Source: an optimization exercise on an open RTL-to-GDS flow (aim: small area). Production flows keep margins and buffers that such runs may drop.
The RTL was checked by simulation tests, not by an equivalence proof against the original design.
Power is estimated from default activity; no workload was simulated.

File: config.mk
export PLATFORM = sky130hd
export DESIGN_NAME = mips_reg_file
export DESIGN_NICKNAME = mips_reg_file
export VERILOG_FILES = /design/flow/design.v
export SDC_FILE = /design/flow/constraint.sdc
export NUM_CORES = 4
export LEC_CHECK = 0
export CAP_MARGIN = 10
export CELL_PAD_IN_SITES_DETAIL_PLACEMENT = 1
export CORE_MARGIN = 2
export CORE_UTILIZATION = 40
export CTS_BUF_LIST = sky130_fd_sc_hd__clkbuf_8
export CTS_CLUSTER_DIAMETER = 90
export CTS_CLUSTER_SIZE = 14
export PLACE_DENSITY = 0.55
export SETUP_SLACK_MARGIN = 0.2
export SLEW_MARGIN = 10
export SYNTH_HIERARCHICAL = 1
export SYNTH_MINIMUM_KEEP_SIZE = 0
File: constraint.sdc
create_clock -name core_clock -period 6.0 [get_ports {clk}]
set_input_delay 1.2000 -clock core_clock [delete_from_list [all_inputs] [get_ports {clk}]]
set_output_delay 1.2000 -clock core_clock [all_outputs]
set_load 0.01 [all_outputs]
File: design.v
package mips_pkg;
    localparam int REG_ADDR_W = 5;
    localparam int REG_DATA_W = 32;
    typedef logic [REG_ADDR_W-1:0] reg_addr_t;
    typedef logic [REG_DATA_W-1:0] word_t;
    localparam reg_addr_t REG_ZERO = 5'd0;
    localparam reg_addr_t REG_RA   = 5'd31;
endpackage
module mips_reg_read_port
#(
    parameter int DATA_W = mips_pkg::REG_DATA_W,
    parameter int N      = 31,
    parameter bit BYP    = 1'b1
) (
    input  logic [N-1:0]             sel,
    input  logic                     byp,
    input  logic [DATA_W-1:0]        wr_data,
    input  logic [N-1:0][DATA_W-1:0] words,
    output logic [DATA_W-1:0]        data
);
    for (genvar b = 0; b < DATA_W; b++) begin : g_bit
        localparam int M = BYP ? N + 1 : N;
        logic [M-1:0] s, d;
        for (genvar i = 0; i < N; i++) begin : g_in
            assign s[i] = sel[i];
            assign d[i] = words[i][b];
        end
        if (BYP) begin : g_byp
            assign s[N] = byp;
            assign d[N] = wr_data[b];
        end
        mips_reg_mux_bit #(.N(M)) u_bit (.s(s), .d(d), .y(data[b]));
    end
endmodule
module mips_reg_mux_bit
#(
    parameter int N = 32
) (
    input  logic [N-1:0] s,
    input  logic [N-1:0] d,
    output logic         y
);
    localparam int G3 = N / 3;
    localparam int R  = N - 3 * G3;
    localparam int G  = G3 + R;
    logic [G-1:0] yn;
    for (genvar g = 0; g < G3; g++) begin : g_grp
        mips_reg_aoi3 u_aoi (.s(s[3*g +: 3]), .d(d[3*g +: 3]), .yn(yn[g]));
    end
    for (genvar r = 0; r < R; r++) begin : g_rest
        assign yn[G3 + r] = ~(s[3*G3 + r] & d[3*G3 + r]);
    end
    mips_reg_nand_tree #(.N(G)) u_red (.a(yn), .y(y));
endmodule
module mips_reg_nand_tree
#(
    parameter int N = 11
) (
    input  logic [N-1:0] a,
    output logic         y
);
    assign y = ~&a;
endmodule
module mips_reg_aoi3 (
    input  logic [2:0] s,
    input  logic [2:0] d,
    output logic       yn
);
    assign yn = ~|(s & d);
endmodule
module mips_reg_file
#(
    parameter int DATA_W    = mips_pkg::REG_DATA_W,
    parameter int ADDR_W    = mips_pkg::REG_ADDR_W
) (
    input  logic              clk,
    input  logic              rst_n,
    input  logic              regWrite,
    input  logic [ADDR_W-1:0] writeReg,
    input  logic [DATA_W-1:0] writeData,
    input  logic [ADDR_W-1:0] readReg1,
    input  logic [ADDR_W-1:0] readReg2,
    output logic [DATA_W-1:0] readData1,
    output logic [DATA_W-1:0] readData2,
    input  logic [ADDR_W-1:0] dbgAddr,
    output logic [DATA_W-1:0] dbgData,
    output logic [15:0]       writeCount
);
    localparam int NUM_REGS = 2**ADDR_W;
    localparam int N        = NUM_REGS - 1;
    logic [N-1:0][DATA_W-1:0] mem;
    logic [N-1:0]             valid;
    logic [N-1:0]             we;
    logic                     commit;
    assign commit = regWrite && (writeReg != ADDR_W'(mips_pkg::REG_ZERO));
    logic [3:0] wlo_n, rlo1, rlo2, rlod;
    logic [7:0] whi_n, rhi1, rhi2, rhid;
    for (genvar k = 0; k < 4; k++) begin : g_lo
        assign wlo_n[k] = !(regWrite && (writeReg[1:0] == 2'(k)));
        assign rlo1[k]  = (readReg1[1:0] == 2'(k));
        assign rlo2[k]  = (readReg2[1:0] == 2'(k));
        assign rlod[k]  = (dbgAddr[1:0] == 2'(k));
    end
    for (genvar k = 0; k < 8; k++) begin : g_hi
        assign whi_n[k] = !(writeReg[4:2] == 3'(k));
        assign rhi1[k]  = (readReg1[4:2] == 3'(k));
        assign rhi2[k]  = (readReg2[4:2] == 3'(k));
        assign rhid[k]  = (dbgAddr[4:2] == 3'(k));
    end
    logic [N-1:0] wsel;
    for (genvar i = 0; i < N; i++) begin : g_we
        assign wsel[i] = !(wlo_n[(i + 1) % 4] || whi_n[(i + 1) / 4]);
        assign we[i]   = wsel[i];
    end
    always_ff @(posedge clk) begin
        for (int i = 0; i < N; i++) begin
            if (we[i]) mem[i] <= writeData;
        end
    end
    always_ff @(posedge clk or negedge rst_n) begin
        if (!rst_n) begin
            valid      <= '0;
            writeCount <= '0;
        end else begin
            for (int i = 0; i < N; i++) begin
                if (we[i]) valid[i] <= 1'b1;
            end
            if (commit) writeCount <= writeCount + 16'd1;
        end
    end
    logic [N-1:0] sel1, sel2, seld;
    logic         byp1, byp2;
    assign byp1 = rst_n && regWrite && (writeReg == readReg1) && (readReg1 != '0);
    assign byp2 = rst_n && regWrite && (writeReg == readReg2) && (readReg2 != '0);
    for (genvar i = 0; i < N; i++) begin : g_sel
        localparam int LO = (i + 1) % 4;
        localparam int HI = (i + 1) / 4;
        mips_reg_sel u_sel1 (
            .valid(valid[i]), .lo(rlo1[LO]), .hi(rhi1[HI]),
            .wlo_n(wlo_n[LO]), .whi_n(whi_n[HI]), .sel(sel1[i])
        );
        mips_reg_sel u_sel2 (
            .valid(valid[i]), .lo(rlo2[LO]), .hi(rhi2[HI]),
            .wlo_n(wlo_n[LO]), .whi_n(whi_n[HI]), .sel(sel2[i])
        );
        assign seld[i] = valid[i] && rlod[LO] && rhid[HI];
    end
    mips_reg_read_port #(.DATA_W(DATA_W), .N(N)) u_rd1 (
        .sel(sel1), .byp(byp1), .wr_data(writeData), .words(mem), .data(readData1)
    );
    mips_reg_read_port #(.DATA_W(DATA_W), .N(N)) u_rd2 (
        .sel(sel2), .byp(byp2), .wr_data(writeData), .words(mem), .data(readData2)
    );
    mips_reg_read_port #(.DATA_W(DATA_W), .N(N), .BYP(1'b0)) u_rdd (
        .sel(seld), .byp(1'b0), .wr_data(writeData), .words(mem), .data(dbgData)
    );
endmodule
module mips_reg_sel (
    input  logic valid,
    input  logic lo,
    input  logic hi,
    input  logic wlo_n,
    input  logic whi_n,
    output logic sel
);
    assign sel = valid && lo && hi && (wlo_n || whi_n);
endmodule
File: flow/run.sh
#!/bin/bash
# The standard layout (standard.sh), with the ports buffered by buf_2 cells
# instead of the flow's default delay buffers. ORFS writes each step's log
# under orfs/logs; standard.sh's own output goes to standard.log.
set -euo pipefail
export BUFFER_PORTS_ARGS="-buffer_cell sky130_fd_sc_hd__buf_2"
bash standard.sh > standard.log 2>&1
File: standard.sh
#!/bin/bash
# synth_recipe.tcl (not shown) runs the flow's synth.tcl, then flattens the netlist and writes it again
# the make line also repeats each setting of config.mk as NAME=value (left out here)
make -C /OpenROAD-flow-scripts/flow DESIGN_CONFIG=/design/flow/config.mk WORK_HOME=/design/flow/orfs CLKGATE_MAP_FILE= SYNTH_SCRIPT=/design/flow/synth_recipe.tcl "${@:-finish}"
==> flow_summary.yaml <==
outcome:
  status: "no timing/DRC/antenna violations"
die:
  dieArea_sq_um: 117000
  die_h_um: 342
  dieWidth_um: 342
  pin_count: 167
  initial_core_util_pct: 40.5
  core-area_sq_um: 113000
  row_count: 123
clocking:
  cts_resized: 0
  clock_sinks: 1039
  cts_setup_buffers: 0
  path_clk_slew_ps: 100
  clockBufferDepth: 3
  cts_buffers: 85
  cts_hold_buffers: 0
  htree_levels: 3
  clk-insertion-delay-late_ps: 800
  root_buffer: "clkbuf_8"
  cts_tree: "built"
critical_path:
  worstSetupPathType: "in2out"
  crit_chain: "buf_2, nand3b_1, buf_4, o2111a_2, buf_4, a222oi_1, nand4_1, or3_1, buf_2"
  cp-end-kind: "primary output"
  start_kind: "primary input"
  cp_max_fo: 25
  critical-path-max-stage-delay_ps: 620
  cp.required_ps: 4800
  crit_slowest_cell: "o2111a_2"
  arrival_ps: 4670
grt:
  track_usage_pct: 38.9
  grt_pass1_vias: 41400
  grt_pass1_wl_mm: 320
  overflow: 0
  grt_antenna_before_repair: 13
  grt_max_degree: 48
final_layout:
  final_common_cell: "edfxtp_1"
  final_cell_mix: "992 x edfxtp_1, 960 x a222oi_1, 259 x nand4_1"
  finish.net_count: 3297
  syn2layout_area_growth_pct: 12.8
  drive_gt1_share_pct: 18.1
  fillers: 11000
placement:
  gp_congestion: 1.00
  dp_hpwl_mm: 143
  portBuffers: 166
drt:
  drt.antenna.violating_nets: 0
  route.vias.total: 42400
  drc: 0
  wl_per_cell_um: 49.5
  drt_iter0_markers: 13000
  viasPerCell: 8.87
  wl_mm: 237
  drtPass1Iterations: 15
timing:
  hold_viol_final: 0
  fmax_mhz: 170
  setup_viol: 0
  fin_setup_tns_ps: 0
  final_max_slew_viol_count: 0
  rsz0062_at_grt: "false"
  relSlewSlack_pct: 8.81
  min_period_ps: 5870
  whs_ps: 496
  post-route-period-util_pct: 97.9
  worst_pin_slew_ps: 1370
  finalClockSkew_ps: 2.70
power_and_ir_drop:
  p_total_mw: 13.4
  netSwitchingFraction_pct: 26.6
  p_switching_mw: 3.56
  leakagePower_nw: 16.1
  ir_drop_uv: 145
  pwr-share-seq_pct: 61.6
  p_int_mw: 9.84
  power_density_nw_per_um2: 260
  clock_power_share_pct: 28.5
  comb_power_share_pct: 10.0
synth:
  yosysWarnings: 7
  syn-num-nets: 2893
  synth_cells: 2837
  synth_area_sq_um: 45600
  avgSynthCellArea_sq_um: 16.1
worst_hold_path:
  hold_path.class: "reg2reg"
flow_run:
  maxCapViolations: 0
-- layout make-up --
| type | count | area [sq um] | share of cell area [%] |
|---|---|---|---|
| repair buffers | 332 | 2290 | 4.45 |
| clock inverters | 23 | 145 | 0.282 |
| well taps | 1500 | 1880 | 3.65 |
| inverters | 4 | 15.0 | 0.0292 |
| multi-input cells | 1779 | 15000 | 29.1 |
| diodes | 16 | 40.0 | 0.0778 |
| clock buffers | 86 | 1180 | 2.30 |
| flip-flops and latches | 1039 | 31000 | 60.2 |
-- flip-flops by register name (all words and copies together), names as in the netlist --
register,count
writeCount,16
valid,31
mem,992
-- power groups by stage --
stage	sequential (mW)	combinational, mW	clock [mW]
6_report	8.25	1.34	3.81
5_1_grt	8.26	1.36	4.04
4_1_cts	8.24	1.28	3.80
3_3_place_gp	8.39	1.24	0
2_1_floorplan	8.36	0.559	0
3_5_place_dp	8.40	1.27	0
-- worst max-delay path: cells and delay by family --
family	cells	cell delay, ps
buf+inv	4	1020
compound gates	2	1210
simple gates	3	1230
-- worst paths after layout --
| kind | startpoint | to | slack (ps) | cells past startpoint |
|---|---|---|---|---|
| hold / removal | writeCount[15]$_DFFE_PN0P_ | writeCount[15]$_DFFE_PN0P_ | 500 | 1 |
| hold reg to reg | writeCount[15]$_DFFE_PN0P_ | writeCount[15]$_DFFE_PN0P_ | 500 | 1 |
| min in group asynchronous | rst_n | writeCount[13]$_DFFE_PN0P_ | 510 | 2 |
| setup / recovery | writeReg[1] | readData2[8] | 130 | 9 |
| max in group asynchronous | rst_n | valid[13]$_DFFE_PN0N_ | 5030 | 2 |
| setup reg to reg | writeCount[0]$_DFFE_PN0P_ | writeCount[7]$_DFFE_PN0P_ | 4380 | 3 |
-- per-layer routing --
metal / GRT usage [%] / vias to the layer above / routed length [um]
li1: - / 15100 / -
met1: 48.4 / 21000 / 78000
met2: 55.9 / 5055 / 97900
met3: 16.6 / 1215 / 42800
met4: 23.7 / 19 / 17900
met5: 0.163 / - / 250
-- per-stage QoR --
| step | utilization (%) | worst slack, ps | std cells | area (sq um) |
|---|---|---|---|---|
| global route | 45.6 | 257 | 4764 | 51400 |
| global placement | 44.4 | 479 | 4654 | 50100 |
| floorplan | - | 398 | 2837 | 45700 |
| detailed placement | 44.4 | 432 | 4654 | 50100 |
| CTS | 45.6 | 425 | 4763 | 51400 |
| finish | 45.6 | 125 | 4779 | 51500 |

==> what the ideal ports hide <==
No port has a modelled driver above. Below, the same layout with a new extraction and two added sets of constraints. Step 1 sets driving cells, clkbuf_16 on the clock port and buf_2 on the other inputs (assumed; they add their load-dependent delay and slew). Step 2 moves the port delays by t, midway between the first and last clock arrival at a register: inputs arrive t later, outputs are due t later. That takes back most of the time a late clock gives input paths. Slacks: ideal / step 1 / step 2; pairs: ideal / step 1.
shift t [ns]: 0.839
setup WS [ns]: 0.125 / 0.104 / 0.104
worst setup path at the end: input to output
worst register clock-pin slew, ns: 0.11 / 0.11
cell pins on the clock port's net: 1
After both steps this run still meets setup and hold. For this run, drivers alone change the setup slack by -0.021 ns; drivers and shift together by -0.021 ns.
